Source: an optimization exercise on an open RTL-to-GDS flow (aim: small area, a short achievable clock period and few clock cycles). Production flows keep margins and buffers that such runs may drop. The RTL was checked by simulation tests, not by an equivalence proof against the original design. No activity file was given, so power comes from the tool's default toggle rates.

===== flow/run.sh =====
#!/bin/bash
# synth_recipe.tcl (not shown) runs the flow's synth.tcl, then flattens the netlist and writes it again
# the make line also repeats each setting of config.mk as NAME=value (left out here)
make -C /OpenROAD-flow-scripts/flow DESIGN_CONFIG=/design/flow/config.mk WORK_HOME=/design/flow/orfs CLKGATE_MAP_FILE= SYNTH_SCRIPT=/design/flow/synth_recipe.tcl finish

===== flow/config.mk =====
export PLATFORM = sky130hd
export DESIGN_NAME = strongly_connected_components
export DESIGN_NICKNAME = strongly_connected_components
export VERILOG_FILES = /design/flow/design.v
export SDC_FILE = /design/flow/constraint.sdc
export NUM_CORES = 4
export LEC_CHECK = 0
export CAP_MARGIN = 20
export CORE_MARGIN = 2
export CORE_UTILIZATION = 40
export SLEW_MARGIN = 20
export SYNTH_MEMORY_MAX_BITS = 8192

===== flow/constraint.sdc =====
create_clock -name core_clock -period 10.0 [get_ports {clk_i}]
set_input_delay 2.0000 -clock core_clock [delete_from_list [all_inputs] [get_ports {clk_i}]]
set_output_delay 2.0000 -clock core_clock [all_outputs]
set_load 0.01 [all_outputs]

===== flow/design.v =====
`default_nettype none
package scc_pkg;
  localparam int unsigned MaxNodes = 64;
  localparam int unsigned MaxArcs  = 512;
  localparam int unsigned NodeW    = $clog2(MaxNodes);
  localparam int unsigned CountW   = $clog2(MaxNodes + 1);
  localparam int unsigned ArcCntW  = $clog2(MaxArcs + 1);
  localparam int unsigned CfgW     = 7;
  localparam int unsigned AddrW    = 3;
  localparam logic [CfgW-1:0] NodeCountReset = CfgW'(MaxNodes);
  typedef logic [MaxNodes-1:0] node_vec_t;
  typedef logic [NodeW-1:0]    node_t;
endpackage
`default_nettype wire
`default_nettype none
module strongly_connected_components (
  input  wire logic                       clk_i,
  input  wire logic                       rst_ni,
  input  wire logic                       start,
  output logic                            busy,
  input  wire logic                       action_i,
  input  wire logic [scc_pkg::NodeW-1:0]  arc_source_i,
  input  wire logic [scc_pkg::NodeW-1:0]  arc_target_i,
  output logic                            result_valid_o,
  output logic      [scc_pkg::NodeW-1:0]  node_number_o,
  output logic      [scc_pkg::NodeW-1:0]  component_leader_o,
  output logic                            component_end_o,
  output logic                            last_o,
  output logic                            arcs_dropped_o,
  input  wire logic                       psel,
  input  wire logic                       penable,
  input  wire logic                       pwrite,
  input  wire logic [scc_pkg::AddrW-1:0]  paddr,
  input  wire logic [31:0]                pwdata,
  output logic      [31:0]                prdata,
  output logic                            pready
);
  localparam int unsigned N = scc_pkg::MaxNodes;
  typedef logic [N-1:0] vec_t;
  localparam logic [2:0] StIdle  = 3'd0;
  localparam logic [2:0] StClose = 3'd1;
  localparam logic [2:0] StScan  = 3'd2;
  localparam logic [2:0] StDrain = 3'd3;
  localparam logic [2:0] StClear = 3'd4;
  logic [scc_pkg::CfgW-1:0]   node_count_q;
  logic [scc_pkg::CountW-1:0] n_eff;
  assign pready = 1'b1;
  assign prdata = paddr[scc_pkg::AddrW-1] ? '0 : {{(32 - scc_pkg::CfgW){1'b0}}, node_count_q};
  always_ff @(posedge clk_i or negedge rst_ni) begin
    if (!rst_ni) begin
      node_count_q <= scc_pkg::NodeCountReset;
    end else if (psel && penable && pwrite && !paddr[scc_pkg::AddrW-1]) begin
      node_count_q <= pwdata[scc_pkg::CfgW-1:0];
    end
  end
  always_comb begin
    if (node_count_q == '0) begin
      n_eff = scc_pkg::CountW'(1);
    end else if (node_count_q > scc_pkg::CfgW'(N)) begin
      n_eff = scc_pkg::CountW'(N);
    end else begin
      n_eff = node_count_q[scc_pkg::CountW-1:0];
    end
  end
  logic [2:0] state_q, state_d;
  logic       busy_q;
  logic       clr_pend_q;
  logic [5:0] off_q;
  logic       closing, scanning, clearing, rot, hold;
  assign busy     = busy_q;
  assign closing  = state_q == StClose;
  assign scanning = state_q == StScan;
  assign clearing = clr_pend_q || state_q == StClear;
  logic                          acc;
  logic                          ld_q, ok_q;
  scc_pkg::node_t                src_q, tgt_q;
  logic [scc_pkg::ArcCntW-1:0]   arc_total_q;
  logic                          ovf_q;
  logic                          full, wr, dropped;
  assign acc     = start && !busy_q;
  assign full    = arc_total_q >= scc_pkg::ArcCntW'(scc_pkg::MaxArcs);
  assign wr      = ld_q && ok_q && !full;
  assign dropped = ld_q && !(ok_q && !full);
  always_ff @(posedge clk_i or negedge rst_ni) begin
    if (!rst_ni) begin
      ld_q <= 1'b0;
    end else begin
      ld_q <= acc && !action_i;
    end
  end
  always_ff @(posedge clk_i) begin
    src_q <= arc_source_i;
    tgt_q <= arc_target_i;
    ok_q  <= scc_pkg::CountW'(arc_source_i) < n_eff && scc_pkg::CountW'(arc_target_i) < n_eff;
  end
  always_ff @(posedge clk_i or negedge rst_ni) begin
    if (!rst_ni) begin
      arc_total_q <= '0;
      ovf_q       <= 1'b0;
    end else if (state_q == StClear) begin
      arc_total_q <= '0;
      ovf_q       <= 1'b0;
    end else begin
      if (wr) begin
        arc_total_q <= arc_total_q + 1'b1;
      end
      if (dropped) begin
        ovf_q <= 1'b1;
      end
    end
  end
  vec_t m_q [N];
  vec_t col0, xsel, ysel, dec_s, dec_t;
  logic pe;
  assign dec_s = vec_t'(1) << src_q;
  assign dec_t = vec_t'(1) << tgt_q;
  assign pe    = closing && scc_pkg::CountW'(off_q) < n_eff;
  always_comb begin
    for (int i = 0; i < N; i++) begin
      col0[i] = m_q[i][0];
    end
    for (int i = 0; i < N; i++) begin
      xsel[i] = (wr && dec_s[i]) || (pe && m_q[(i + 1) % N][0]);
    end
    ysel = closing ? {m_q[0][0], m_q[0][N-1:1]} : dec_t;
  end
  for (genvar i = 0; i < N; i++) begin : g_row
    always_ff @(posedge clk_i) begin
      m_q[i] <= ({N{hold}} & m_q[i])
              | ({N{rot}} & {m_q[(i + 1) % N][0], m_q[(i + 1) % N][N-1:1]})
              | ({N{xsel[i]}} & ysel);
    end
  end
  vec_t           asg_q, asg_d, comp, inval, e_q, e2, low;
  scc_pkg::node_t base_q, idx;
  logic           e_free_q, last_comp_q, cap, all_after, comp_single, e_le2;
  always_comb begin
    for (int i = 0; i < N; i++) begin
      inval[i] = scc_pkg::CountW'(i) >= n_eff;
    end
  end
  assign comp        = (m_q[0] & col0 & ~asg_q) | vec_t'(1);
  assign comp_single = (comp & ~vec_t'(1)) == '0;
  assign all_after   = &(asg_q | comp);
  assign cap         = scanning && !asg_q[0] && e_free_q;
  assign rot         = closing || (scanning && (asg_q[0] || e_free_q));
  assign hold        = !rot && !clearing;
  always_comb begin
    vec_t t;
    t = asg_q | (cap ? comp : '0);
    if (closing) begin
      asg_d = inval;
    end else if (scanning && rot) begin
      asg_d = {t[0], t[N-1:1]};
    end else begin
      asg_d = asg_q;
    end
  end
  always_comb begin
    logic below;
    below = 1'b0;
    idx   = '0;
    for (int i = 0; i < N; i++) begin
      low[i] = e_q[i] && !below;
      below  = below || e_q[i];
    end
    for (int i = N - 1; i >= 0; i--) begin
      if (e_q[i]) begin
        idx = scc_pkg::node_t'(i);
      end
    end
    e2 = e_q & ~low;
  end
  always_comb begin
    logic [1:0] c [2*N];
    logic [2:0] sum;
    for (int i = 0; i < N; i++) begin
      c[N + i] = {1'b0, e_q[i]};
    end
    for (int i = N - 1; i >= 1; i--) begin
      sum  = {1'b0, c[2*i]} + {1'b0, c[2*i+1]};
      c[i] = sum > 3'd2 ? 2'd3 : sum[1:0];
    end
    e_le2 = c[1] != 2'd3;
  end
  always_comb begin
    state_d = state_q;
    case (state_q)
      StIdle:  if (acc && action_i) state_d = StClose;
      StClose: if (off_q == 6'd63) state_d = StScan;
      StScan:  if (cap && all_after) state_d = StDrain;
      StDrain: if (e_free_q) state_d = StClear;
      StClear: state_d = StIdle;
      default: state_d = StIdle;
    endcase
  end
  always_ff @(posedge clk_i or negedge rst_ni) begin
    if (!rst_ni) begin
      state_q        <= StIdle;
      busy_q         <= 1'b0;
      clr_pend_q     <= 1'b1;
      off_q          <= '0;
      e_q            <= '0;
      e_free_q       <= 1'b1;
      result_valid_o <= 1'b0;
    end else begin
      state_q    <= state_d;
      busy_q     <= state_d != StIdle;
      clr_pend_q <= 1'b0;
      if (clearing) begin
        off_q <= '0;
      end else if (rot) begin
        off_q <= off_q + 1'b1;
      end
      e_q            <= cap ? comp : e2;
      e_free_q       <= cap ? comp_single : e_le2;
      result_valid_o <= e_q != '0;
    end
  end
  always_ff @(posedge clk_i) begin
    asg_q <= asg_d;
    if (cap) begin
      base_q      <= off_q;
      last_comp_q <= all_after;
    end
    if (e_q != '0) begin
      node_number_o      <= base_q + idx;
      component_leader_o <= base_q;
      component_end_o    <= e_free_q;
      last_o             <= e_free_q && last_comp_q;
      arcs_dropped_o     <= ovf_q;
    end
  end
endmodule
`default_nettype wire

==> results of run 1 <==
flip-flops by register name (all words and copies together) (netlist names), 3 cells and up:
| register | flops |
|---|---|
| src_q | 6 |
| tgt_q | 6 |
| base_q | 6 |
| off_q | 6 |
| component_leader_o | 6 |
| arc_total_q | 10 |
| asg_q | 64 |
| node_count_q | 7 |
| state_q | 3 |
| m_q | 4096 |
| e_q | 64 |
| node_number_o | 6 |
synth_stat cells, types with 23 or more instances:
cell type / number / share of area
a21oi_1: 113 / 0.0036
nor2b_1: 25 / 0.0010
o31ai_1: 23 / 0.0011
nor3_1: 31 / 0.0010
inv_1: 104 / 0.0025
dfrtp_1: 93 / 0.015
o21ai_1: 353 / 0.011
nand3b_1: 32 / 0.0015
clkbuf_1: 1437 / 0.035
o21ai_0: 3804 / 0.12
a22oi_2: 25 / 0.0020
dfxtp_1: 4109 / 0.53
nor2_1: 205 / 0.0049
a21oi_4: 35 / 0.0037
nor4_1: 36 / 0.0014
buf_2: 152 / 0.0049
o22ai_1: 26 / 0.0010
buf_1: 34 / 0.00082
fa_1: 32 / 0.0041
nand2b_1: 32 / 0.0013
nand2_1: 127 / 0.0031
a21oi_2: 27 / 0.0015
a22oi_1: 4137 / 0.20
buf_4: 26 / 0.0013
clkbuf_2: 126 / 0.0040
ha_1: 120 / 0.0096
or2_2: 24 / 0.00096
a31oi_1: 24 / 0.00096
nand3_1: 46 / 0.0015
edfxtp_1: 86 / 0.017
nand4_1: 31 / 0.0012
o211ai_1: 24 / 0.0012
logic make-up (layout without fill, tap and decap cells):
logic type / Yosys count / count (layout) / synth area share
AO/OA/AOI/OAI: 8691 / 8691 / 0.354
flip-flops: 4291 / 4291 / 0.560
buffers and inverters: 1893 / 1278 / 0.0490
AND/OR/NAND/NOR: 659 / 659 / 0.0219
adder cells (fa/ha/maj): 152 / 152 / 0.0137
XOR/XNOR: 17 / 17 / 0.000956
multiplexers: 9 / 9 / 0.000634
other: 2 / 36 / 0.0000482
layout make-up:
type / instances / area (µm²)
Antenna cell: 9 / 22.5
Clock buffer: 662 / 13000
Clock inverter: 132 / 1540
Fill cell: 37200 / 215000
Inverter: 106 / 398
Multi-Input combinational cell: 9555 / 61500
Sequential cell: 4291 / 87200
Tap cell: 5197 / 6500
Timing Repair Buffer: 378 / 3450
placed cells by master, fill, tap and decap left out, drive strengths merged, types with 12 or more instances in the layout:
cell,netlist,final
a22oi,4162,4162
o21ai,4157,4157
dfxtp,4109,4109
clkbuf,1563,662
buf,224,329
nor2,207,207
a21oi,175,175
nand2,127,127
ha,120,120
inv,105,118
dfrtp,93,93
clkinv,1,90
edfxtp,86,86
clkdlybuf4s50,0,49
nand3,49,49
nor4,44,44
nor3,36,36
nand4,33,33
nand2b,32,32
nand3b,32,32
fa,32,32
conb,2,27
o22ai,26,26
or2,25,25
nor2b,25,25
a31oi,24,24
o211ai,24,24
bufinv,0,24
o31ai,23,23
o32a,18,18
and2,15,15
or3,12,12
critical path, stage by stage, from the launching register on:
cell and delay, ns:
dfrtp_1 0.97, nor2b_1 0.69, clkinv_1 0.65, ha_1 0.42, or3_1 0.38, a31oi_1 0.20
o21ba_4 0.67, buf_4 0.82, buf_4 0.58, a21oi_4 0.40, buf_4 0.45, o21ai_0 0.27
path summary, 6_finish.rpt:
kind | startpoint | depth (start not counted) | slack (ns) | end
hold / removal | m_q[8][17] | 2 | 0.48 | m_q[8][17]
setup reg to reg | node_count_q[3] | 11 | 3.21 | m_q[55][58]
setup / recovery | node_count_q[3] | 11 | 3.21 | m_q[55][58]
min in group asynchronous | rst_ni | 1 | 0.95 | off_q[0]
hold reg to reg | m_q[8][17] | 2 | 0.48 | m_q[8][17]
max in group asynchronous | rst_ni | 2 | 7.73 | e_q[38]
metal layers:
layer,GRT usage,share of wire
met5,0,0.00019
met4,0.110,0.046
met3,0.0383,0.078
met2,0.382,0.43
met1,0.375,0.45
power breakdown:
part	internal, mW	leakage, nW	switching, mW	total, mW
logic	0.150	13.7	0.340	0.490
registers	17.3	35.3	0.143	17.4
clock network	9.59	7.20	6.95	16.5
total	27.0	56.2	7.44	34.4
==> results_tabular.tex, run 1 <==
\begin{tabular}{lr}
\hline
Metric & Value \\
\hline
\multicolumn{2}{l}{\textbf{Status}} \\
Run status & finished clean \\
\multicolumn{2}{l}{\textbf{Worst setup path}} \\
Worst Path Required & 10.89 ns \\
Worst setup EP type & flop \\
Highest net fanout along the worst path & 44 \\
Critical path arrival & between 7 and 8 ns \\
Startpoint Class & flop \\
Worst Setup Path Type & flop to flop \\
\multicolumn{2}{l}{\textbf{Layout}} \\
Fin util & 0.447 \\
Share of layout cells above drive strength 1 & 0.0810 \\
Signed area change from the synthesized netlist to the final layout & 11.5\% \\
Post-route insts no fill & just over 20000 \\
Area of all placed cells without fillers & roughly 170000 µm² \\
Nets & 15000 \\
\multicolumn{2}{l}{\textbf{Synthesis}} \\
Post-Syn Area & 156000 µm² \\
Synth unique cells & 84 \\
Portion of the post-synthesis area used by sequential elements & 0.560 \\
Post-synth top flop & dfxtp\_1 \\
Mean post-synth cell area & 9.92 µm² \\
Instance count of the mapped netlist & 15700 \\
EDFF count, synth & between 80 and 90 \\
Flip-flop and latch count after synthesis & 4291 \\
Synth Warn \# & 3 \\
Proportion of register bits with asynchronous set or reset after synthesis & 0.0224 \\
\multicolumn{2}{l}{\textbf{Route}} \\
Routed via count & 128000 \\
WL final & approximately 540000 µm \\
TritonRoute pass-1 iters & 7 \\
Via density per instance & 6.27 \\
Average detailed-routed wire length per instance & between 20 and 30 µm \\
Number of DRC violations after detailed routing & 0 \\
Iter 0 DRT Violations & 17600 \\
Number of nets with antenna violations after detailed routing & 0 \\
\multicolumn{2}{l}{\textbf{Timing}} \\
Fin Hold WS & approximately 0.48 ns \\
Worst Clk Skew & around 0.043 ns \\
Maximum achievable frequency & $\sim$0.15 GHz \\
Count of endpoints failing setup in the final report & 0 \\
Final total negative setup slack & 0 ns \\
Number of failing hold endpoints at the final stage & 0 \\
Ratio of final minimum period to clock period & 0.679 \\
Slew HR & 0.175 \\
Minimum setup slack in the final design & $\sim$3.2 ns \\
Slew at the pin with the worst max-slew slack & roughly 1.2 ns \\
Fin crit period & roughly 6.8 ns \\
Final count of pins violating max slew & 0 \\
RSZ-0062 raised after global routing & no \\
\multicolumn{2}{l}{\textbf{Global routing}} \\
Pin count of the biggest net entering global routing & between 200 and 250 \\
Total global-route track usage & 0.259 \\
Wire length of the first global-routing pass & $\sim$800000 µm \\
Leftover overflow at the end of global routing & 0 \\
Via count of the first global-routing pass & roughly 120k \\
Number of antenna violations at the first check in global routing & 36 \\
\multicolumn{2}{l}{\textbf{Placed design}} \\
Buffers on Ports & 50 \\
Total cell area at the placement stage & around 160000 µm² \\
Gpl congestion & between 0.9 and 1 \\
Placed instance count & roughly 20000 \\
Post-placement setup slack & around 3.5 ns \\
Hpwl dp & 309000 µm \\
\multicolumn{2}{l}{\textbf{CTS}} \\
Setup Fix Bufs, Post-CTS & 0 \\
H-tree depth & 5 \\
Clock transition at path regs & 0.06 ns \\
Post-CTS Hold Fix Bufs & 0 \\
Number of sinks on the clock net & 4291 \\
Root buf cell & clkbuf\_16 \\
TritonCTS buffer count & approximately 430 \\
Resize count post-CTS & 0 \\
Clock Latency Late Sink & between 0.9 and 1 ns \\
Clock tree from TritonCTS & done \\
Maximum buffer depth of the clock tree & 4 \\
\multicolumn{2}{l}{\textbf{Power}} \\
Power density over the cells & about 200 nW/µm² \\
Worst IR Drop VDD & between 150 and 200 µV \\
Overall power after layout & approximately 34 mW \\
Standby leakage power & 56.2 nW \\
\multicolumn{2}{l}{\textbf{Die}} \\
Full die area & 395000 µm² \\
Count of boundary I/O pins & 104 \\
Initial core utilization & 0.401 \\
Horizontal die dimension & around 630 µm \\
DIE HEIGHT & around 630 µm \\
Core Area & just under 400000 µm² \\
Placement Rows & about 230 \\
\multicolumn{2}{l}{\textbf{Min path}} \\
HP Class & flop to flop \\
\multicolumn{2}{l}{\textbf{Job}} \\
Count of max-cap constraint violations & 0 \\
\hline
\end{tabular}
Testbench counts, summed over its fixed seeds: cycles 11,447.
==> inputs of run 2 (changes only) <==
--- a/flow/design.v
+++ b/flow/design.v
@@ -13,2 +13,34 @@
 endpackage
+`default_nettype wire
+`default_nettype none
+module scc_cell (
+  input  wire logic h,
+  input  wire logic q,
+  input  wire logic r,
+  input  wire logic n,
+  input  wire logic xn,
+  input  wire logic yn,
+  output logic      d
+);
+  logic keep_n;
+  scc_ao u_ao (.a1(h), .a2(q), .b1(r), .b2(n), .y(keep_n));
+  scc_oa u_oa (.a1(xn), .a2(yn), .b1(keep_n), .y(d));
+endmodule
+module scc_ao (
+  input  wire logic a1,
+  input  wire logic a2,
+  input  wire logic b1,
+  input  wire logic b2,
+  output logic      y
+);
+  assign y = !((a1 & a2) | (b1 & b2));
+endmodule
+module scc_oa (
+  input  wire logic a1,
+  input  wire logic a2,
+  input  wire logic b1,
+  output logic      y
+);
+  assign y = !((a1 | a2) & b1);
+endmodule
 `default_nettype wire
@@ -46,4 +78,8 @@
   logic [scc_pkg::CountW-1:0] n_eff;
+  logic [scc_pkg::CfgW-1:0] rd_q;
   assign pready = 1'b1;
-  assign prdata = paddr[scc_pkg::AddrW-1] ? '0 : {{(32 - scc_pkg::CfgW){1'b0}}, node_count_q};
+  assign prdata = {{(32 - scc_pkg::CfgW){1'b0}}, rd_q};
+  always_ff @(posedge clk_i) begin
+    rd_q <= paddr[scc_pkg::AddrW-1] ? '0 : node_count_q;
+  end
   always_ff @(posedge clk_i or negedge rst_ni) begin
@@ -51,13 +87,12 @@
       node_count_q <= scc_pkg::NodeCountReset;
+      n_eff        <= scc_pkg::CountW'(N);
     end else if (psel && penable && pwrite && !paddr[scc_pkg::AddrW-1]) begin
       node_count_q <= pwdata[scc_pkg::CfgW-1:0];
-    end
-  end
-  always_comb begin
-    if (node_count_q == '0) begin
-      n_eff = scc_pkg::CountW'(1);
-    end else if (node_count_q > scc_pkg::CfgW'(N)) begin
-      n_eff = scc_pkg::CountW'(N);
-    end else begin
-      n_eff = node_count_q[scc_pkg::CountW-1:0];
+      if (pwdata[scc_pkg::CfgW-1:0] == '0) begin
+        n_eff <= scc_pkg::CountW'(1);
+      end else if (pwdata[scc_pkg::CfgW-1:0] > scc_pkg::CfgW'(N)) begin
+        n_eff <= scc_pkg::CountW'(N);
+      end else begin
+        n_eff <= pwdata[scc_pkg::CountW-1:0];
+      end
     end
@@ -66,3 +101,3 @@
   logic       busy_q;
-  logic       clr_pend_q;
+  logic       rot_q, hold_q, rot_d, hold_d, e_free_d;
   logic [5:0] off_q;
@@ -72,3 +107,3 @@
   assign scanning = state_q == StScan;
-  assign clearing = clr_pend_q || state_q == StClear;
+  assign clearing = state_q == StClear;
   logic                          acc;
@@ -113,6 +148,5 @@
   vec_t col0, xsel, ysel, dec_s, dec_t;
-  logic pe;
+  logic pe_q;
   assign dec_s = vec_t'(1) << src_q;
   assign dec_t = vec_t'(1) << tgt_q;
-  assign pe    = closing && scc_pkg::CountW'(off_q) < n_eff;
   always_comb begin
@@ -122,3 +156,3 @@
     for (int i = 0; i < N; i++) begin
-      xsel[i] = (wr && dec_s[i]) || (pe && m_q[(i + 1) % N][0]);
+      xsel[i] = (wr && dec_s[i]) || (pe_q && m_q[(i + 1) % N][0]);
     end
@@ -126,7 +160,17 @@
   end
+  vec_t m_d [N];
   for (genvar i = 0; i < N; i++) begin : g_row
+    for (genvar j = 0; j < N; j++) begin : g_col
+      scc_cell u_cell (
+        .h  (hold),
+        .q  (m_q[i][j]),
+        .r  (rot),
+        .n  (m_q[(i + 1) % N][(j + 1) % N]),
+        .xn (!xsel[i]),
+        .yn (!ysel[j]),
+        .d  (m_d[i][j])
+      );
+    end
     always_ff @(posedge clk_i) begin
-      m_q[i] <= ({N{hold}} & m_q[i])
-              | ({N{rot}} & {m_q[(i + 1) % N][0], m_q[(i + 1) % N][N-1:1]})
-              | ({N{xsel[i]}} & ysel);
+      m_q[i] <= m_d[i];
     end
@@ -145,4 +189,7 @@
   assign cap         = scanning && !asg_q[0] && e_free_q;
-  assign rot         = closing || (scanning && (asg_q[0] || e_free_q));
-  assign hold        = !rot && !clearing;
+  assign rot         = rot_q;
+  assign hold        = hold_q;
+  assign e_free_d    = cap ? comp_single : e_le2;
+  assign rot_d       = state_d == StClose || (state_d == StScan && (asg_d[0] || e_free_d));
+  assign hold_d      = !rot_d && state_d != StClear;
   always_comb begin
@@ -174,12 +221,16 @@
   always_comb begin
-    logic [1:0] c [2*N];
-    logic [2:0] sum;
-    for (int i = 0; i < N; i++) begin
-      c[N + i] = {1'b0, e_q[i]};
+    logic c1 [2*N];   
+    logic c2 [2*N];   
+    logic c3 [2*N];   
+    for (int i = 0; i < N; i++) begin
+      c1[N + i] = e_q[i];
+      c2[N + i] = 1'b0;
+      c3[N + i] = 1'b0;
     end
     for (int i = N - 1; i >= 1; i--) begin
-      sum  = {1'b0, c[2*i]} + {1'b0, c[2*i+1]};
-      c[i] = sum > 3'd2 ? 2'd3 : sum[1:0];
-    end
-    e_le2 = c[1] != 2'd3;
+      c1[i] = c1[2*i] || c1[2*i+1];
+      c2[i] = c2[2*i] || c2[2*i+1] || (c1[2*i] && c1[2*i+1]);
+      c3[i] = c3[2*i] || c3[2*i+1] || (c2[2*i] && c1[2*i+1]) || (c1[2*i] && c2[2*i+1]);
+    end
+    e_le2 = !c3[1];
   end
@@ -200,3 +251,5 @@
       busy_q         <= 1'b0;
-      clr_pend_q     <= 1'b1;
+      pe_q           <= 1'b0;
+      rot_q          <= 1'b0;
+      hold_q         <= 1'b0;
       off_q          <= '0;
@@ -208,3 +261,5 @@
       busy_q     <= state_d != StIdle;
-      clr_pend_q <= 1'b0;
+      pe_q       <= state_d == StClose && scc_pkg::CountW'(rot ? off_q + 1'b1 : off_q) < n_eff;
+      rot_q      <= rot_d;
+      hold_q     <= hold_d;
       if (clearing) begin
@@ -215,3 +270,3 @@
       e_q            <= cap ? comp : e2;
-      e_free_q       <= cap ? comp_single : e_le2;
+      e_free_q       <= e_free_d;
       result_valid_o <= e_q != '0;
--- a/flow/config.mk
+++ b/flow/config.mk
@@ -9,3 +9,5 @@
 export CORE_MARGIN = 2
-export CORE_UTILIZATION = 40
+export CORE_UTILIZATION = 45
+export CTS_CLUSTER_DIAMETER = 80
+export CTS_CLUSTER_SIZE = 20
 export SLEW_MARGIN = 20
==> run 2 against run 1 <==
  * Via count shrank 1.0%
  * Final cell count shrank 6.3%
  * Setup slack gained 2.2 ns
  * Critical path type unchanged
  * Largest power group unchanged
  * Highest routed layer unchanged
==> results_tabular.tex, run 2 <==
\begin{tabular}{lr}
\hline
Metric & Value \\
\hline
\multicolumn{2}{l}{\textbf{Status}} \\
Run status & finished clean (unchanged) \\
\multicolumn{2}{l}{\textbf{Route}} \\
Via density per instance & 6.62 (was 6.27) \\
TritonRoute pass-1 iters & 6 (was 7) \\
Iter 0 DRT Violations & 19100 (was 17600) \\
Average detailed-routed wire length per instance & 28.9 µm (was 26.5 µm) \\
Routed via count & 126000 (was 128000) \\
Number of nets with antenna violations after detailed routing & 0 (unchanged) \\
WL final & 551000 µm (was 538000 µm) \\
Number of DRC violations after detailed routing & 0 (unchanged) \\
\multicolumn{2}{l}{\textbf{CTS}} \\
TritonCTS buffer count & 245 (was 432) \\
Root buf cell & clkbuf\_16 (unchanged) \\
Clock tree from TritonCTS & done (unchanged) \\
Post-CTS Hold Fix Bufs & 0 (unchanged) \\
Resize count post-CTS & 0 (unchanged) \\
H-tree depth & 4 (was 5) \\
Number of sinks on the clock net & 4307 (was 4291) \\
Setup Fix Bufs, Post-CTS & 0 (unchanged) \\
Maximum buffer depth of the clock tree & 4 (unchanged) \\
Clock Latency Late Sink & 0.99 ns (was 0.98 ns) \\
Clock transition at path regs & 0.09 ns (was 0.06 ns) \\
\multicolumn{2}{l}{\textbf{Layout}} \\
Signed area change from the synthesized netlist to the final layout & 6.47\% (was 11.5\%) \\
Registers with the highest flip-flop counts & m\_q x4096, asg\_q x64, e\_q x64 (unchanged) \\
Commonest non-fill, non-tap cells in the layout & o21ai\_0, dfxtp\_1, a22oi\_1 (was dfxtp\_1, a22oi\_1, o21ai\_0) \\
Max reg flops & 4096 (unchanged) \\
Share of layout cells above drive strength 1 & 0.0549 (was 0.0810) \\
Nets & 14500 (was 15000) \\
Area used by multi-input combinational logic & 60300 µm² (was 61500 µm²) \\
Register bank with the most flops & m\_q (unchanged) \\
Total area of sequential cells & 87600 µm² (was 87200 µm²) \\
Post-route insts no fill & 19100 (was 20300) \\
Most common cell after layout, fill and taps aside & o21ai\_0 (was dfxtp\_1) \\
Fillcell total & 31600 (was 37200) \\
\multicolumn{2}{l}{\textbf{Min path}} \\
Worst hold path startpoint & m\_q[8][57] (was m\_q[8][17]) \\
HP Class & flop to flop (unchanged) \\
Cell depth of the worst hold path & 2 (unchanged) \\
\multicolumn{2}{l}{\textbf{Die}} \\
Full die area & 346000 µm² (was 395000 µm²) \\
Core Area & 340000 µm² (was 389000 µm²) \\
DIE HEIGHT & 589 µm (was 628 µm) \\
Count of boundary I/O pins & 104 (unchanged) \\
Placement Rows & 214 (was 229) \\
Initial core utilization & 0.452 (was 0.401) \\
Horizontal die dimension & 589 µm (was 628 µm) \\
\multicolumn{2}{l}{\textbf{Worst setup path}} \\
Delay contributed by the slowest stage of the critical path & 0.93 ns (was 0.97 ns) \\
Worst setup path startpoint & state\_q[2] (was node\_count\_q[3]) \\
Critical path arrival & 5.52 ns (was 7.68 ns) \\
Highest net fanout along the worst path & 50 (was 44) \\
Startpoint Class & flop (unchanged) \\
Critical path depth in cells & 11 (unchanged) \\
Critical path, cell by cell & nor3b\_1 > nand3b\_1 > inv\_2 > buf\_4 > o221ai\_1 > nor4\_1 > nand4\_1 > nor2\_1 > nor3\_1 > a21oi\_2 > nor2\_1 (was nor2b\_1 > clkinv\_1 > ha\_1 > or3\_1 > a31oi\_1 > o21ba\_4 > buf\_4 > buf\_4 > a21oi\_4 > buf\_4 > o21ai\_0) \\
Critical path's slowest cell & inv\_2 (was dfrtp\_1) \\
CP most frequent cell & nor2\_1 (was buf\_4) \\
Worst setup EP type & flop (unchanged) \\
Worst Path Required & 10.88 ns (was 10.89 ns) \\
Worst path top cell family by delay & simple AND/OR/NAND/NOR gates (was buffers and inverters) \\
Worst Setup Path Type & flop to flop (unchanged) \\
Buffers \& Inverters on Critical Path & 2 (was 4) \\
Register-to-Register Path Depth & 11 (unchanged) \\
Worst R2R Start & state\_q[2] (was node\_count\_q[3]) \\
\multicolumn{2}{l}{\textbf{Synthesis}} \\
Area share of the leading cell type in the synthesized netlist & 0.536 (was 0.528) \\
Adder and majority gate portion of the synthesized area & 0.00313 (was 0.0137) \\
Synth Warn \# & 10 (was 3) \\
Post-Syn Area & 154000 µm² (was 156000 µm²) \\
Synth unique cells & 75 (was 84) \\
Synth Area in Simple Gates & 0.0192 (was 0.0219) \\
XOR/XNOR Fraction of Synth Area & 0.00103 (was 0.000956) \\
Post-synth top cells & o21ai\_0, a22oi\_1, dfxtp\_1 (was a22oi\_1, dfxtp\_1, o21ai\_0) \\
Proportion of register bits with asynchronous set or reset after synthesis & 0.0244 (was 0.0224) \\
Combinational family with the most area after synthesis & compound AO/OA/AOI/OAI gates (unchanged) \\
Largest area contributor in the synthesized netlist & dfxtp\_1 (unchanged) \\
Flip-flop and latch count after synthesis & 4307 (was 4291) \\
Instance count of the mapped netlist & 15700 (about the same) \\
EDFF count, synth & 85 (was 86) \\
Mean post-synth cell area & 9.82 µm² (was 9.92 µm²) \\
Portion of the post-synthesis area used by sequential elements & 0.570 (was 0.560) \\
Post-synth top flop & dfxtp\_1 (unchanged) \\
Compound-Gate Fraction of Synth Area & 0.360 (was 0.354) \\
Cells taking the most area after synthesis & dfxtp\_1, a22oi\_1, o21ai\_0 (unchanged) \\
Most common cell in the netlist & o21ai\_0 (was a22oi\_1) \\
Multiplexer share of the synthesized area & 0.000732 (was 0.000634) \\
\multicolumn{2}{l}{\textbf{Power}} \\
Worst IR Drop VDD & 153 µV (was 159 µV) \\
Overall power after layout & 28.2 mW (was 34.4 mW) \\
Standby leakage power & 51.1 nW (was 56.2 nW) \\
Power density over the cells & 172 nW/µm² (was 198 nW/µm²) \\
\multicolumn{2}{l}{\textbf{Timing}} \\
Slew HR & 0.165 (was 0.175) \\
Final total negative setup slack & 0 ns (unchanged) \\
RSZ-0062 raised after global routing & no (unchanged) \\
Maximum achievable frequency & 0.216 GHz (was 0.147 GHz) \\
Slew at the pin with the worst max-slew slack & 1.25 ns (was 1.24 ns) \\
Fin crit period & 4.64 ns (was 6.79 ns) \\
Count of endpoints failing setup in the final report & 0 (unchanged) \\
Final count of pins violating max slew & 0 (unchanged) \\
Ratio of final minimum period to clock period & 0.464 (was 0.679) \\
Number of failing hold endpoints at the final stage & 0 (unchanged) \\
Worst Clk Skew & 0.0723 ns (was 0.0429 ns) \\
\multicolumn{2}{l}{\textbf{Placed design}} \\
Placed instance count & 18800 (was 19500) \\
Buffers on Ports & 50 (unchanged) \\
Gpl congestion & 0.981 (was 0.946) \\
Hpwl dp & 322000 µm (was 309000 µm) \\
\multicolumn{2}{l}{\textbf{Job}} \\
Count of max-cap constraint violations & 0 (unchanged) \\
\multicolumn{2}{l}{\textbf{Global routing}} \\
Number of antenna violations at the first check in global routing & 54 (was 36) \\
Pin count of the biggest net entering global routing & 241 (was 236) \\
Via count of the first global-routing pass & 113000 (was 116000) \\
Leftover overflow at the end of global routing & 0 (unchanged) \\
Wire length of the first global-routing pass & 802000 µm (was 801000 µm) \\
Total global-route track usage & 0.303 (was 0.259) \\
\hline
\end{tabular}
-- run 2: cell type report --
cell class	count	area share
diodes	6	0.0000917
clock inverters	25	0.00205
repair buffers	391	0.0208
inverters	31	0.000711
clock buffers	266	0.0385
well taps	4536	0.0347
flip-flops and latches	4307	0.535
multi-input cells	9494	0.368
-- run 2: metrics by stage --
| stage | setup slack, ns | area [µm²] | hold WS (ns) | utilization |
|---|---|---|---|---|
| global route | 5.05 | 164000 | 0.451 | 0.481 |
| floorplan | 6.82 | 154000 | 0.426 | - |
| detailed placement | 5.39 | 157000 | 0.446 | 0.462 |
| finish | 5.36 | 164000 | 0.441 | 0.481 |
| CTS | 5.36 | 164000 | 0.431 | 0.481 |
| global placement | 5.34 | 157000 | 0.443 | 0.462 |
-- run 2: logic make-up after synthesis --
logic type               count (synthesis)
adder cells (fa/ha/maj)                 41
other                                    2
buffers and inverters                 1876
AND/OR/NAND/NOR                        596
multiplexers                            10
AO/OA/AOI/OAI                         8803
flip-flops                            4307
XOR/XNOR                                18
-- run 2: power breakdown --
part	internal [mW]	switching, mW	leakage [nW]
clock	4.51	5.85	3.26
sequential	17.3	0.144	35.4
combinational	0.138	0.285	12.5
-- run 2: worst min-delay path, delay by kind of cell, from the launching register on --
kind	cells	cell delay [ns]
compound gates	2	0.12
flops	1	0.34
-- run 2: final timing paths --
kind	to	slack (ns)
setup / recovery	hold_q	5.36
setup reg to reg	hold_q	5.36
hold / removal	m_q[7][56]	0.44
hold reg to reg	m_q[7][56]	0.44
max in group asynchronous	pe_q	7.70
min in group asynchronous	n_eff[5]	0.96
-- run 2: routing by layer --
layer  up-vias  part of all wire  wire (µm)  GRT usage
met4         8             0.048      26400      0.127
met5         -           0.00012         65          0
met1     63200              0.44     245000      0.438
met3       905             0.074      40700     0.0379
met2      4866              0.43     239000      0.453
li1      57200                 -          -          -
Testbench counts of run 2, summed over its fixed seeds: cycles 11,447.
==> inputs of run 3 (changes only) <==
==> flow/flow/run.sh (new file) <==
#!/bin/bash
# The standard layout, with the port buffers that buffer_ports inserts made sky130_fd_sc_hd__buf_4
# (instead of the tool's default pick) so that the fixed input and output delays are not followed
# by a slow delay cell. Everything else is the standard flow (standard.sh), unchanged.
set -euo pipefail
export BUFFER_PORTS_ARGS="-buffer_cell sky130_fd_sc_hd__buf_4"
bash standard.sh > standard_flow.log 2>&1
==> flow/standard.sh (new file) <==
#!/bin/bash
# synth_recipe.tcl (not shown) runs the flow's synth.tcl, then flattens the netlist and writes it again
# the make line also repeats each setting of config.mk as NAME=value (left out here)
make -C /OpenROAD-flow-scripts/flow DESIGN_CONFIG=/design/flow/config.mk WORK_HOME=/design/flow/orfs CLKGATE_MAP_FILE= SYNTH_SCRIPT=/design/flow/synth_recipe.tcl "${@:-finish}"
removed: flow/run.sh
==> run 3 against run 2 <==
  * Fmax grew 9.7%
  * Area after synthesis is the same
  * Wire length shrank 0.13%
  * Critical path depth grew 4
  * Clock power is essentially flat
  * Non-clock buffer count grew 10
  * Sequential share of layout area is essentially flat
  * Register-to-register slack gained 0.41 ns
  * Largest cell class unchanged
  * Highest routed layer unchanged
==> results_tabular.tex, run 3 <==
\begin{tabular}{lr}
\hline
Metric & Value \\
\hline
\multicolumn{2}{l}{\textbf{Layout}} \\
Fillcell total & 31700 (was 31600) \\
Register bank with the most flops & m\_q (unchanged) \\
Commonest non-fill, non-tap cells in the layout & o21ai\_0, dfxtp\_1, a22oi\_1 (unchanged) \\
Max reg flops & 4096 (unchanged) \\
Fin util & 0.482 (was 0.481) \\
Total area of sequential cells & 87600 µm² (unchanged) \\
Most common cell after layout, fill and taps aside & o21ai\_0 (unchanged) \\
Registers with the highest flip-flop counts & m\_q x4096, asg\_q x64, e\_q x64 (unchanged) \\
Signed area change from the synthesized netlist to the final layout & 6.51\% (was 6.47\%) \\
Nets & 14600 (was 14500) \\
Share of layout cells above drive strength 1 & 0.0589 (was 0.0549) \\
Area used by multi-input combinational logic & 60300 µm² (about the same) \\
\multicolumn{2}{l}{\textbf{Power}} \\
Switching component of the power & 6.27 mW (was 6.28 mW) \\
Clock Power Share & 0.367 (about the same) \\
Switching Share & 0.222 (was 0.223) \\
Power density over the cells & 172 nW/µm² (about the same) \\
Combinational cell fraction of total power & 0.015 (about the same) \\
Relative contribution of sequential cells to total power & 0.618 (about the same) \\
Internal power & 22.0 mW (was 21.9 mW) \\
Worst IR Drop VDD & 153 µV (about the same) \\
Standby leakage power & 51.3 nW (was 51.1 nW) \\
\multicolumn{2}{l}{\textbf{Global routing}} \\
Leftover overflow at the end of global routing & 0 (unchanged) \\
Via count of the first global-routing pass & 112000 (was 113000) \\
Total global-route track usage & 0.301 (was 0.303) \\
Wire length of the first global-routing pass & 798000 µm (was 802000 µm) \\
Pin count of the biggest net entering global routing & 229 (was 241) \\
Number of antenna violations at the first check in global routing & 59 (was 54) \\
\multicolumn{2}{l}{\textbf{Die}} \\
Full die area & 346000 µm² (unchanged) \\
Core Area & 340000 µm² (unchanged) \\
Initial core utilization & 0.452 (unchanged) \\
Placement Rows & 214 (unchanged) \\
Count of boundary I/O pins & 104 (unchanged) \\
DIE HEIGHT & 589 µm (unchanged) \\
Horizontal die dimension & 589 µm (unchanged) \\
\multicolumn{2}{l}{\textbf{Synthesis}} \\
EDFF count, synth & 85 (unchanged) \\
Proportion of register bits with asynchronous set or reset after synthesis & 0.0244 (unchanged) \\
Largest area contributor in the synthesized netlist & dfxtp\_1 (unchanged) \\
Post-synth top flop & dfxtp\_1 (unchanged) \\
Flip-flop and latch count after synthesis & 4307 (unchanged) \\
Area share of the leading cell type in the synthesized netlist & 0.536 (unchanged) \\
Post-synth top cells & o21ai\_0, a22oi\_1, dfxtp\_1 (unchanged) \\
Instance count of the mapped netlist & 15700 (unchanged) \\
Portion of the post-synthesis area used by sequential elements & 0.570 (unchanged) \\
Cells taking the most area after synthesis & dfxtp\_1, a22oi\_1, o21ai\_0 (unchanged) \\
Synth Warn \# & 10 (unchanged) \\
Most common cell in the netlist & o21ai\_0 (unchanged) \\
Post-Syn Area & 154000 µm² (unchanged) \\
Mean post-synth cell area & 9.82 µm² (unchanged) \\
Synth unique cells & 75 (unchanged) \\
\multicolumn{2}{l}{\textbf{Timing}} \\
Worst Clk Skew & 0.0728 ns (was 0.0723 ns) \\
Number of failing hold endpoints at the final stage & 0 (unchanged) \\
Final total negative setup slack & 0 ns (unchanged) \\
Slew HR & 0.160 (was 0.165) \\
Slew at the pin with the worst max-slew slack & 1.26 ns (was 1.25 ns) \\
Count of endpoints failing setup in the final report & 0 (unchanged) \\
Ratio of final minimum period to clock period & 0.423 (was 0.464) \\
Fin crit period & 4.23 ns (was 4.64 ns) \\
Maximum achievable frequency & 0.236 GHz (was 0.216 GHz) \\
RSZ-0062 raised after global routing & no (unchanged) \\
Final count of pins violating max slew & 0 (unchanged) \\
\multicolumn{2}{l}{\textbf{Worst setup path}} \\
Slack of the worst reg-to-reg path & 5.77 ns (was 5.36 ns) \\
Worst Setup Path Type & flop to flop (unchanged) \\
Critical path arrival & 4.94 ns (was 5.52 ns) \\
Worst Path Required & 10.71 ns (was 10.88 ns) \\
Register-to-Register Path Depth & 15 (was 11) \\
Worst R2R Start & e\_q[62] (was state\_q[2]) \\
End of the worst register-to-register path & node\_number\_o[5] (was hold\_q) \\
Startpoint Class & flop (unchanged) \\
Highest net fanout along the worst path & 12 (was 50) \\
Worst setup EP type & flop (unchanged) \\
\multicolumn{2}{l}{\textbf{Status}} \\
Run status & finished clean (unchanged) \\
\multicolumn{2}{l}{\textbf{CTS}} \\
Resize count post-CTS & 0 (unchanged) \\
Clock tree from TritonCTS & done (unchanged) \\
Number of sinks on the clock net & 4307 (unchanged) \\
Root buf cell & clkbuf\_16 (unchanged) \\
Clock transition at path regs & 0.09 ns (about the same) \\
Maximum buffer depth of the clock tree & 4 (unchanged) \\
TritonCTS buffer count & 245 (unchanged) \\
Post-CTS Hold Fix Bufs & 0 (unchanged) \\
Setup Fix Bufs, Post-CTS & 0 (unchanged) \\
H-tree depth & 4 (unchanged) \\
Clock Latency Late Sink & 0.99 ns (about the same) \\
\multicolumn{2}{l}{\textbf{Min path}} \\
HP Class & flop to flop (unchanged) \\
Cell depth of the worst hold path & 2 (unchanged) \\
Endpoint, Worst Hold & m\_q[4][48] (was m\_q[7][56]) \\
Worst hold path startpoint & m\_q[5][49] (was m\_q[8][57]) \\
\multicolumn{2}{l}{\textbf{Route}} \\
Average detailed-routed wire length per instance & 28.9 µm (about the same) \\
TritonRoute pass-1 iters & 9 (was 6) \\
Iter 0 DRT Violations & 18000 (was 19100) \\
Routed via count & 126000 (about the same) \\
Via density per instance & 6.60 (was 6.62) \\
WL final & 550000 µm (was 551000 µm) \\
Number of nets with antenna violations after detailed routing & 0 (unchanged) \\
Number of DRC violations after detailed routing & 0 (unchanged) \\
\multicolumn{2}{l}{\textbf{Placed design}} \\
Gpl congestion & 0.975 (was 0.981) \\
Buffers on Ports & 50 (unchanged) \\
Hpwl dp & 324000 µm (was 322000 µm) \\
\multicolumn{2}{l}{\textbf{Job}} \\
Count of max-cap constraint violations & 0 (unchanged) \\
\hline
\end{tabular}
run 3: cell counts after synthesis:
Identical to the previous run, type by type.
run 3: stage by stage:
| stage | power, mW | cells | area, µm² | setup slack (ns) | hold WS [ns] |
|---|---|---|---|---|---|
| floorplan | 18.0 | 15700 | 154000 | 6.82 | 0.426 |
| global placement | 18.2 | 18800 | 157000 | 5.65 | 0.452 |
| detailed placement | 18.2 | 18800 | 157000 | 5.67 | 0.462 |
| CTS | 28.4 | 19100 | 164000 | 5.63 | 0.453 |
| global route | 29.0 | 19100 | 164000 | 5.42 | 0.470 |
| finish | 28.2 | 19100 | 164000 | 5.77 | 0.444 |
run 3: cells by family after synthesis:
family / synth area share
AOI/OAI and AO/OA: 0.360
DFF: 0.570
buffers and inverters: 0.0466
and+or+nand+nor: 0.0192
adders and majority gates: 0.00313
xor gates and xnor gates: 0.00103
muxes: 0.000732
other: 0.0000488
run 3: routing by layer:
metal / wire [µm] / track usage / up-vias
li1: - / - / 57200
met1: 243000 / 0.430 / 63100
met2: 240000 / 0.454 / 4682
met3: 43400 / 0.0484 / 877
met4: 24400 / 0.120 / 12
met5: 94 / 0 / -
run 3: critical path, cell delays in order, from the launching register on:
cell and delay, ns:
dfrtp_1 0.52, nor2_1 0.21, o31ai_1 0.09, a211oi_1 0.35
o311ai_0 0.19, a211oi_1 0.32, o31ai_1 0.12, a2111oi_0 0.63
nor2_1 0.19, o21a_1 0.27, ha_1 0.28, a21o_1 0.18
a21oi_1 0.23, o21bai_1 0.11, a21oi_1 0.18, xnor2_1 0.09
run 3: area by class of cell:
cell class / instances / area share
Sequential cell: 4307 / 0.535
Multi-Input combinational cell: 9494 / 0.368
Timing Repair Buffer: 401 / 0.0209
Antenna cell: 9 / 0.000138
Inverter: 31 / 0.000710
Tap cell: 4536 / 0.0347
Clock inverter: 28 / 0.00222
Clock buffer: 261 / 0.0386
run 3: power by group through the flow:
stage / registers, mW / logic (mW) / clock network [mW]
final: 17.5 / 0.410 / 10.4
after global routing: 17.5 / 0.427 / 11.1
after CTS: 17.4 / 0.396 / 10.5
after detailed placement: 17.8 / 0.394 / 0
after global placement: 17.8 / 0.395 / 0
after floorplan: 17.8 / 0.234 / 0
run 3: worst max-delay path by stage:
stage | from | endpoint | slack, ns | depth (start not counted)
floorplan | arc_target_i[1] | ok_q | 6.82 | 8
global placement | e_q[62] | node_number_o[4] | 5.65 | 14
detailed placement | e_q[62] | node_number_o[4] | 5.67 | 14
CTS | e_q[62] | node_number_o[4] | 5.63 | 14
global route | e_q[62] | node_number_o[4] | 5.42 | 14
finish | e_q[62] | node_number_o[5] | 5.77 | 15
==> inputs of run 4 (changes only) <==
--- a/flow/design.v
+++ b/flow/design.v
@@ -163,2 +163,5 @@
     for (genvar j = 0; j < N; j++) begin : g_col
+      if (i == j) begin : g_diag
+        assign m_d[i][j] = 1'b0;
+      end else begin : g_cell
       scc_cell u_cell (
@@ -172,2 +175,3 @@
       );
+      end
     end
==> flow/flow/run.sh (replaced) <==
#!/bin/bash
# The standard layout (standard.sh, unchanged scripts, the design's SDC), with two knobs set
# through the environment:
#  - the port buffers that buffer_ports inserts are sky130_fd_sc_hd__buf_4 instead of the tool's
#    default pick (a slow delay cell);
#  - repair_timing works towards 6.3 ns of setup slack instead of 0, so that it sizes and buffers
#    the paths the design's speed depends on (the clock period itself stays the design's).
set -euo pipefail
export BUFFER_PORTS_ARGS="-buffer_cell sky130_fd_sc_hd__buf_4"
export SETUP_SLACK_MARGIN=6.3
bash standard.sh > standard_flow.log 2>&1
--- a/flow/config.mk
+++ b/flow/config.mk
@@ -9,3 +9,3 @@
 export CORE_MARGIN = 2
-export CORE_UTILIZATION = 45
+export CORE_UTILIZATION = 40
 export CTS_CLUSTER_DIAMETER = 80
==> run 4 against run 3 <==
  * Setup slack improved by 0.62 ns
  * Wire length fell by 3.3%
  * Total power fell by 1.3%
  * Fmax rose by 17%
  * Area after synthesis fell by 1.4%
  * Final cell count rose by 1.4%
==> results_tabular.tex, run 4 <==
\begin{tabular}{lr}
\hline
Metric & Value \\
\hline
\multicolumn{2}{l}{\textbf{CTS}} \\
Clock tree from TritonCTS & done (unchanged) \\
TritonCTS buffer count & 244 (was 245) \\
Number of sinks on the clock net & 4243 (was 4307) \\
Maximum buffer depth of the clock tree & 4 (unchanged) \\
Clock Latency Late Sink & 1.00 ns (was 0.99 ns) \\
H-tree depth & 4 (unchanged) \\
Clock transition at path regs & 0.08 ns (was 0.09 ns) \\
Root buf cell & clkbuf\_16 (unchanged) \\
\multicolumn{2}{l}{\textbf{Placed design}} \\
Gpl congestion & 0.988 (was 0.975) \\
Placed instance count & 19000 (was 18800) \\
Hpwl dp & 314000 µm (was 324000 µm) \\
Buffers on Ports & 50 (unchanged) \\
Total cell area at the placement stage & 155000 µm² (was 157000 µm²) \\
\multicolumn{2}{l}{\textbf{Synthesis}} \\
Largest area contributor in the synthesized netlist & dfxtp\_1 (unchanged) \\
Proportion of register bits with asynchronous set or reset after synthesis & 0.0247 (was 0.0244) \\
Area share of the leading cell type in the synthesized netlist & 0.535 (was 0.536) \\
Portion of the post-synthesis area used by sequential elements & 0.569 (was 0.570) \\
Cells taking the most area after synthesis & dfxtp\_1, a22oi\_1, o21ai\_0 (unchanged) \\
EDFF count, synth & 85 (unchanged) \\
Post-synth top flop & dfxtp\_1 (unchanged) \\
Synth unique cells & 78 (was 75) \\
Synth Warn \# & 11 (was 10) \\
Flip-flop and latch count after synthesis & 4243 (was 4307) \\
Post-Syn Area & 152000 µm² (was 154000 µm²) \\
Mean post-synth cell area & 9.83 µm² (was 9.82 µm²) \\
Most common cell in the netlist & a22oi\_1 (was o21ai\_0) \\
Post-synth top cells & a22oi\_1, o21ai\_0, dfxtp\_1 (was o21ai\_0, a22oi\_1, dfxtp\_1) \\
Instance count of the mapped netlist & 15400 (was 15700) \\
\multicolumn{2}{l}{\textbf{Die}} \\
Core Area & 378000 µm² (was 340000 µm²) \\
Horizontal die dimension & 620 µm (was 589 µm) \\
Initial core utilization & 0.401 (was 0.452) \\
Count of boundary I/O pins & 104 (unchanged) \\
Full die area & 384000 µm² (was 346000 µm²) \\
DIE HEIGHT & 620 µm (was 589 µm) \\
Placement Rows & 226 (was 214) \\
\multicolumn{2}{l}{\textbf{Layout}} \\
Most common cell after layout, fill and taps aside & o21ai\_0 (unchanged) \\
Registers with the highest flip-flop counts & m\_q x4032, asg\_q x64, e\_q x64 (was m\_q x4096, asg\_q x64, e\_q x64) \\
Signed area change from the synthesized netlist to the final layout & 6.79\% (was 6.51\%) \\
Commonest non-fill, non-tap cells in the layout & o21ai\_0, dfxtp\_1, a22oi\_1 (unchanged) \\
Post-route insts no fill & 19300 (was 19100) \\
Max reg flops & 4032 (was 4096) \\
Share of layout cells above drive strength 1 & 0.0617 (was 0.0589) \\
Register bank with the most flops & m\_q (unchanged) \\
Area of all placed cells without fillers & 162000 µm² (was 164000 µm²) \\
Nets & 14400 (was 14600) \\
\multicolumn{2}{l}{\textbf{Power}} \\
Combinational cell fraction of total power & 0.014 (was 0.015) \\
Worst IR Drop VDD & 155 µV (was 153 µV) \\
Power density over the cells & 172 nW/µm² (about the same) \\
Internal power & 21.7 mW (was 22.0 mW) \\
Switching component of the power & 6.19 mW (was 6.27 mW) \\
Standby leakage power & 50.7 nW (was 51.3 nW) \\
Relative contribution of sequential cells to total power & 0.618 (about the same) \\
Clock Power Share & 0.368 (was 0.367) \\
Switching Share & 0.222 (about the same) \\
\multicolumn{2}{l}{\textbf{Route}} \\
Number of DRC violations after detailed routing & 0 (unchanged) \\
Routed via count & 123000 (was 126000) \\
Via density per instance & 6.38 (was 6.60) \\
WL final & 533000 µm (was 550000 µm) \\
Iter 0 DRT Violations & 16400 (was 18000) \\
Number of nets with antenna violations after detailed routing & 0 (unchanged) \\
TritonRoute pass-1 iters & 9 (unchanged) \\
Average detailed-routed wire length per instance & 27.5 µm (was 28.9 µm) \\
\multicolumn{2}{l}{\textbf{Timing}} \\
Worst Clk Skew & 0.0727 ns (was 0.0728 ns) \\
Final total negative setup slack & 0 ns (unchanged) \\
Count of endpoints failing setup in the final report & 0 (unchanged) \\
Fin crit period & 3.61 ns (was 4.23 ns) \\
Final count of pins violating max slew & 0 (unchanged) \\
RSZ-0062 raised after global routing & yes (was no) \\
Maximum achievable frequency & 0.277 GHz (was 0.236 GHz) \\
Slew HR & 0.134 (was 0.160) \\
Number of failing hold endpoints at the final stage & 0 (unchanged) \\
Slew at the pin with the worst max-slew slack & 1.30 ns (was 1.26 ns) \\
Ratio of final minimum period to clock period & 0.361 (was 0.423) \\
\multicolumn{2}{l}{\textbf{Worst setup path}} \\
Highest net fanout along the worst path & 233 (was 12) \\
Worst Path Required & 10.85 ns (was 10.71 ns) \\
Worst Setup Path Type & flop to flop (unchanged) \\
Worst setup EP type & flop (unchanged) \\
Critical path arrival & 4.46 ns (was 4.94 ns) \\
Startpoint Class & flop (unchanged) \\
\multicolumn{2}{l}{\textbf{Global routing}} \\
Leftover overflow at the end of global routing & 0 (unchanged) \\
Pin count of the biggest net entering global routing & 245 (was 229) \\
Wire length of the first global-routing pass & 778000 µm (was 798000 µm) \\
Via count of the first global-routing pass & 110000 (was 112000) \\
Total global-route track usage & 0.263 (was 0.301) \\
Number of antenna violations at the first check in global routing & 32 (was 59) \\
\multicolumn{2}{l}{\textbf{Job}} \\
Count of max-cap constraint violations & 0 (unchanged) \\
\multicolumn{2}{l}{\textbf{Min path}} \\
HP Class & flop to flop (unchanged) \\
\multicolumn{2}{l}{\textbf{Status}} \\
Run status & finished clean (unchanged) \\
\hline
\end{tabular}
## run 4: worst paths after layout
path / start / endpoint / slack, ns / depth (start not counted)
min in group asynchronous: rst_ni / result_valid_o / 1.04 / 1
max in group asynchronous: rst_ni / rot_q / 7.58 / 2
setup / recovery: hold_q / m_q[35][16] / 6.39 / 4
setup reg to reg: hold_q / m_q[35][16] / 6.39 / 4
hold reg to reg: m_q[19][51] / m_q[18][50] / 0.44 / 2
hold / removal: m_q[19][51] / m_q[18][50] / 0.44 / 2
## run 4: cells by family after synthesis
family / synth area share
AO/OA/AOI/OAI: 0.360
XOR/XNOR: 0.00104
adder cells (fa/ha/maj): 0.00337
buffers and inverters: 0.0473
flip-flops: 0.569
multiplexers: 0.000668
other: 0.0000495
AND/OR/NAND/NOR: 0.0187
## run 4: timing repair
| item | 4_1_cts | 5_1_grt |
|---|---|---|
| setup buffers | 7 | 2 |
| hold buffers | 0 | 0 |
| gates resized for setup | 31 | 51 |
| setup endpoints to repair | 1313 | 1560 |
| pin swaps | 6 | 6 |
| gates cloned | 2 | 3 |
## run 4: area by class of cell
cell class / count / area [µm²]
Antenna cell: 11 / 27.5
Clock buffer: 257 / 6270
Clock inverter: 27 / 330
Fill cell: 36300 / 216000
Inverter: 28 / 105
Multi-Input combinational cell: 9355 / 59000
Sequential cell: 4243 / 86300
Tap cell: 5016 / 6280
Timing Repair Buffer: 402 / 3600
## run 4: through the flow
step	utilization	hold WS [ns]	total power, mW	worst slack [ns]
after floorplan	-	0.426	17.7	6.82
after global placement	0.410	0.435	18.0	5.38
after detailed placement	0.410	0.442	18.0	5.40
after CTS	0.428	0.437	28.0	6.30
after global routing	0.428	0.457	28.7	6.28
final	0.428	0.443	27.9	6.39
## run 4: metal layers
| metal | GRT usage | wire length (µm) | vias up |
|---|---|---|---|
| met4 | 0.0953 | 20800 | 6 |
| met3 | 0.0351 | 36900 | 780 |
| met2 | 0.403 | 236000 | 4262 |
| met5 | 0 | 70 | - |
| met1 | 0.378 | 239000 | 62000 |
| li1 | - | - | 56400 |
## run 4: power by group through the flow
| stage | logic [mW] | clock network, mW | registers (mW) |
|---|---|---|---|
| after CTS | 0.378 | 10.4 | 17.2 |
| after global routing | 0.413 | 11.0 | 17.2 |
| after detailed placement | 0.376 | 0 | 17.6 |
| after global placement | 0.380 | 0 | 17.6 |
| after floorplan | 0.227 | 0 | 17.5 |
| final | 0.389 | 10.3 | 17.2 |
## run 4: critical path: stages, from the launching register on
cell	delay, ns
dfrtp_4	1.06
buf_4	0.93
buf_12	0.69
a22oi_1	0.22
o21ai_0	0.13
Testbench counts of run 4, summed over its fixed seeds: cycles 11,447.
==> inputs of run 5 (changes only) <==
--- a/flow/design.v
+++ b/flow/design.v
@@ -78,8 +78,4 @@
   logic [scc_pkg::CountW-1:0] n_eff;
-  logic [scc_pkg::CfgW-1:0] rd_q;
   assign pready = 1'b1;
-  assign prdata = {{(32 - scc_pkg::CfgW){1'b0}}, rd_q};
-  always_ff @(posedge clk_i) begin
-    rd_q <= paddr[scc_pkg::AddrW-1] ? '0 : node_count_q;
-  end
+  assign prdata = paddr[scc_pkg::AddrW-1] ? '0 : {{(32 - scc_pkg::CfgW){1'b0}}, node_count_q};
   always_ff @(posedge clk_i or negedge rst_ni) begin
==> run 5 against run 4 <==
  * Die area about the same
  * Final cell count about the same
  * Sequential share of layout area down 0.053 points
  * Setup slack worse by 0.74 ns
  * Combinational power up 15%
  * Via count up 0.59%
  * Clock power about the same
  * Total power about the same
  * Area after synthesis about the same
  * Non-clock buffer count down 18
  * Wire length up 3.6%
==> results_tabular.tex, run 5 <==
\begin{tabular}{lr}
\hline
Metric & Value \\
\hline
\multicolumn{2}{l}{\textbf{Synthesis}} \\
Area share of the leading cell type in the synthesized netlist & 0.535 (about the same) \\
Mean post-synth cell area & 9.83 µm² (about the same) \\
Cells taking the most area after synthesis & dfxtp\_1, a22oi\_1, o21ai\_0 (unchanged) \\
Flip-flop and latch count after synthesis & 4236 (was 4243) \\
Proportion of register bits with asynchronous set or reset after synthesis & 0.0248 (was 0.0247) \\
EDFF count, synth & 85 (unchanged) \\
Post-synth top cells & a22oi\_1, o21ai\_0, dfxtp\_1 (unchanged) \\
Most common cell in the netlist & a22oi\_1 (unchanged) \\
Post-synth top flop & dfxtp\_1 (unchanged) \\
Synth Warn \# & 11 (unchanged) \\
Portion of the post-synthesis area used by sequential elements & 0.569 (about the same) \\
Largest area contributor in the synthesized netlist & dfxtp\_1 (unchanged) \\
Instance count of the mapped netlist & 15400 (about the same) \\
Synth unique cells & 79 (was 78) \\
Post-Syn Area & 152000 µm² (about the same) \\
\multicolumn{2}{l}{\textbf{Layout}} \\
Commonest non-fill, non-tap cells in the layout & o21ai\_0, dfxtp\_1, a22oi\_1 (unchanged) \\
Signed area change from the synthesized netlist to the final layout & 6.83\% (was 6.79\%) \\
Registers with the highest flip-flop counts & m\_q x4032, asg\_q x64, e\_q x64 (unchanged) \\
Most common cell after layout, fill and taps aside & o21ai\_0 (unchanged) \\
Share of layout cells above drive strength 1 & 0.0603 (was 0.0617) \\
Register bank with the most flops & m\_q (unchanged) \\
Max reg flops & 4032 (unchanged) \\
Fillcell total & 36100 (was 36300) \\
Nets & 14300 (was 14400) \\
\multicolumn{2}{l}{\textbf{Power}} \\
Relative contribution of sequential cells to total power & 0.616 (was 0.618) \\
Standby leakage power & 50.5 nW (was 50.7 nW) \\
Combinational cell fraction of total power & 0.016 (was 0.014) \\
Switching Share & 0.224 (was 0.222) \\
Internal power & 21.6 mW (was 21.7 mW) \\
Worst IR Drop VDD & 182 µV (was 155 µV) \\
Clock Power Share & 0.368 (about the same) \\
Switching component of the power & 6.24 mW (was 6.19 mW) \\
Power density over the cells & 172 nW/µm² (about the same) \\
\multicolumn{2}{l}{\textbf{Global routing}} \\
Via count of the first global-routing pass & 111000 (was 110000) \\
Number of antenna violations at the first check in global routing & 59 (was 32) \\
Leftover overflow at the end of global routing & 0 (unchanged) \\
Pin count of the biggest net entering global routing & 252 (was 245) \\
Total global-route track usage & 0.274 (was 0.263) \\
Wire length of the first global-routing pass & 795000 µm (was 778000 µm) \\
\multicolumn{2}{l}{\textbf{Die}} \\
Full die area & 384000 µm² (about the same) \\
Count of boundary I/O pins & 104 (unchanged) \\
Horizontal die dimension & 619 µm (was 620 µm) \\
Placement Rows & 225 (was 226) \\
Core Area & 376000 µm² (was 378000 µm²) \\
DIE HEIGHT & 619 µm (was 620 µm) \\
Initial core utilization & 0.403 (was 0.401) \\
\multicolumn{2}{l}{\textbf{Timing}} \\
Final total negative setup slack & 0 ns (unchanged) \\
Maximum achievable frequency & 0.230 GHz (was 0.277 GHz) \\
Worst Clk Skew & 0.100 ns (was 0.0727 ns) \\
Slew HR & 0.141 (was 0.134) \\
RSZ-0062 raised after global routing & yes (unchanged) \\
Slew at the pin with the worst max-slew slack & 1.29 ns (was 1.30 ns) \\
Ratio of final minimum period to clock period & 0.435 (was 0.361) \\
Number of failing hold endpoints at the final stage & 0 (unchanged) \\
Final count of pins violating max slew & 0 (unchanged) \\
Fin crit period & 4.35 ns (was 3.61 ns) \\
Fin Hold WS & 0.413 ns (was 0.443 ns) \\
Count of endpoints failing setup in the final report & 0 (unchanged) \\
\multicolumn{2}{l}{\textbf{Worst setup path}} \\
Worst Path Required & 8.00 ns (was 10.85 ns) \\
Startpoint Class & primary input (was flop) \\
Highest net fanout along the worst path & 8 (was 233) \\
Worst Setup Path Type & primary input to primary output (was flop to flop) \\
Critical path arrival & 2.35 ns (was 4.46 ns) \\
Worst setup EP type & primary output (was flop) \\
\multicolumn{2}{l}{\textbf{Placed design}} \\
Hpwl dp & 328000 µm (was 314000 µm) \\
Gpl congestion & 0.999 (was 0.988) \\
Buffers on Ports & 50 (unchanged) \\
\multicolumn{2}{l}{\textbf{CTS}} \\
H-tree depth & 4 (unchanged) \\
Clock Latency Late Sink & 1.03 ns (was 1.00 ns) \\
Clock tree from TritonCTS & done (unchanged) \\
Post-CTS Hold Fix Bufs & 0 (unchanged) \\
TritonCTS buffer count & 242 (was 244) \\
Clock transition at path regs & 0.09 ns (was 0.08 ns) \\
Maximum buffer depth of the clock tree & 4 (unchanged) \\
Number of sinks on the clock net & 4236 (was 4243) \\
Root buf cell & clkbuf\_16 (unchanged) \\
\multicolumn{2}{l}{\textbf{Route}} \\
WL final & 552000 µm (was 533000 µm) \\
Routed via count & 124000 (was 123000) \\
TritonRoute pass-1 iters & 11 (was 9) \\
Average detailed-routed wire length per instance & 28.6 µm (was 27.5 µm) \\
Number of DRC violations after detailed routing & 0 (unchanged) \\
Iter 0 DRT Violations & 17500 (was 16400) \\
Number of nets with antenna violations after detailed routing & 0 (unchanged) \\
Via density per instance & 6.42 (was 6.38) \\
\multicolumn{2}{l}{\textbf{Status}} \\
Run status & finished clean (unchanged) \\
\multicolumn{2}{l}{\textbf{Job}} \\
Count of max-cap constraint violations & 0 (unchanged) \\
\multicolumn{2}{l}{\textbf{Min path}} \\
HP Class & flop to flop (unchanged) \\
\hline
\end{tabular}
-- run 5: final timing paths --
kind | startpoint | end | slack, ns | depth (start not counted)
worst max-delay path | paddr[2] | prdata[6] | 5.65 | 3
worst min-delay path | m_q[1][60] | m_q[0][59] | 0.41 | 2
worst max register to register | state_q[2] | m_q[10][6] | 6.39 | 9
worst min register to register | m_q[1][60] | m_q[0][59] | 0.41 | 2
max in group asynchronous | rst_ni | e_q[63] | 7.32 | 3
min in group asynchronous | rst_ni | result_valid_o | 0.93 | 1
-- run 5: critical path, stage by stage --
cell and delay [ns]:
buf_12 0.13, nor2b_4 0.11, buf_6 0.10
-- run 5: stage by stage --
stage | power (mW) | util | cells | area [µm²] | worst slack, ns
final | 27.9 | 0.430 | 19300 | 162000 | 5.65
after CTS | 28.0 | 0.429 | 19300 | 162000 | 5.66
after detailed placement | 18.0 | 0.411 | 19000 | 155000 | 5.58
after global placement | 18.0 | 0.411 | 19000 | 155000 | 5.59
after floorplan | 17.7 | - | 15400 | 152000 | 5.89
after global routing | 28.7 | 0.430 | 19300 | 162000 | 5.64
-- run 5: kinds of logic after synthesis --
family,count (synthesis),synth area share
AOI/OAI and AO/OA,8687,0.360
xor gates and xnor gates,18,0.00104
adders and majority gates,44,0.00337
buffers and inverters,1841,0.0466
DFF,4236,0.569
muxes,9,0.000669
other,2,0.0000496
and+or+nand+nor,574,0.0196
-- run 5: metal layers --
| layer | part of all wire | vias up | GRT usage |
|---|---|---|---|
| li1 | - | 56400 | - |
| met1 | 0.45 | 62200 | 0.392 |
| met2 | 0.43 | 4661 | 0.403 |
| met3 | 0.085 | 888 | 0.0570 |
| met4 | 0.042 | 24 | 0.101 |
| met5 | 0.00053 | - | 0.00265 |
-- run 5: power groups by stage --
stage / combinational (mW) / clock, mW / sequential [mW]
6_report: 0.447 / 10.3 / 17.2
5_1_grt: 0.466 / 11.0 / 17.2
4_1_cts: 0.429 / 10.4 / 17.1
3_5_place_dp: 0.423 / 0 / 17.5
3_3_place_gp: 0.425 / 0 / 17.5
2_1_floorplan: 0.241 / 0 / 17.5
-- run 5: what timing repair did --
| action | CTS | global route |
|---|---|---|
| resized for setup | 50 | 45 |
| setup buffers | 1 | 2 |
| setup endpoints to repair | 2109 | 1893 |
| pin swaps | 1 | 1 |
-- run 5: final cells by class --
type | count | area (µm²) | area share
well taps | 4994 | 6250 | 0.0386
diodes | 34 | 85.1 | 0.000526
flip-flops and latches | 4236 | 86200 | 0.533
inverters | 29 | 109 | 0.000673
multi-input cells | 9358 | 59200 | 0.366
repair buffers | 384 | 3420 | 0.0211
clock buffers | 266 | 6230 | 0.0385
clock inverters | 29 | 394 | 0.00244
Testbench counts of run 5, summed over its fixed seeds: cycles 11,447.

## static timing again, ports no longer ideal
Ports are ideal in the flow. The routed layouts listed here were re-timed in OpenROAD.
Step 1 assumes that a clkbuf_16 drives the clock port and a buf_2 every other input.
Step 2, shift: input delay + t, output delay - t, t = (earliest + latest rising clock arrival at the registers) / 2. This alone moves slack from input paths to output paths.
a / b / c = no drivers / after step 1 / after step 2; a / b = the first two.
run	shift t [ns]	setup slack, ns	pins driven straight from the clock port
run 1	1.079	3.206 / 3.206 / 3.206	1
run 2	1.067	5.360 / 5.360 / 5.360	1
run 3	1.062	5.770 / 5.770 / 5.770	1
run 4	1.068	6.389 / 6.350 / 5.757	1
run 5	1.091	5.654 / 5.608 / 5.608	1
After both steps every run listed still meets setup and hold. For run 4, which loses most, drivers alone change the setup slack by -0.039 ns; drivers and shift together by -0.632 ns.
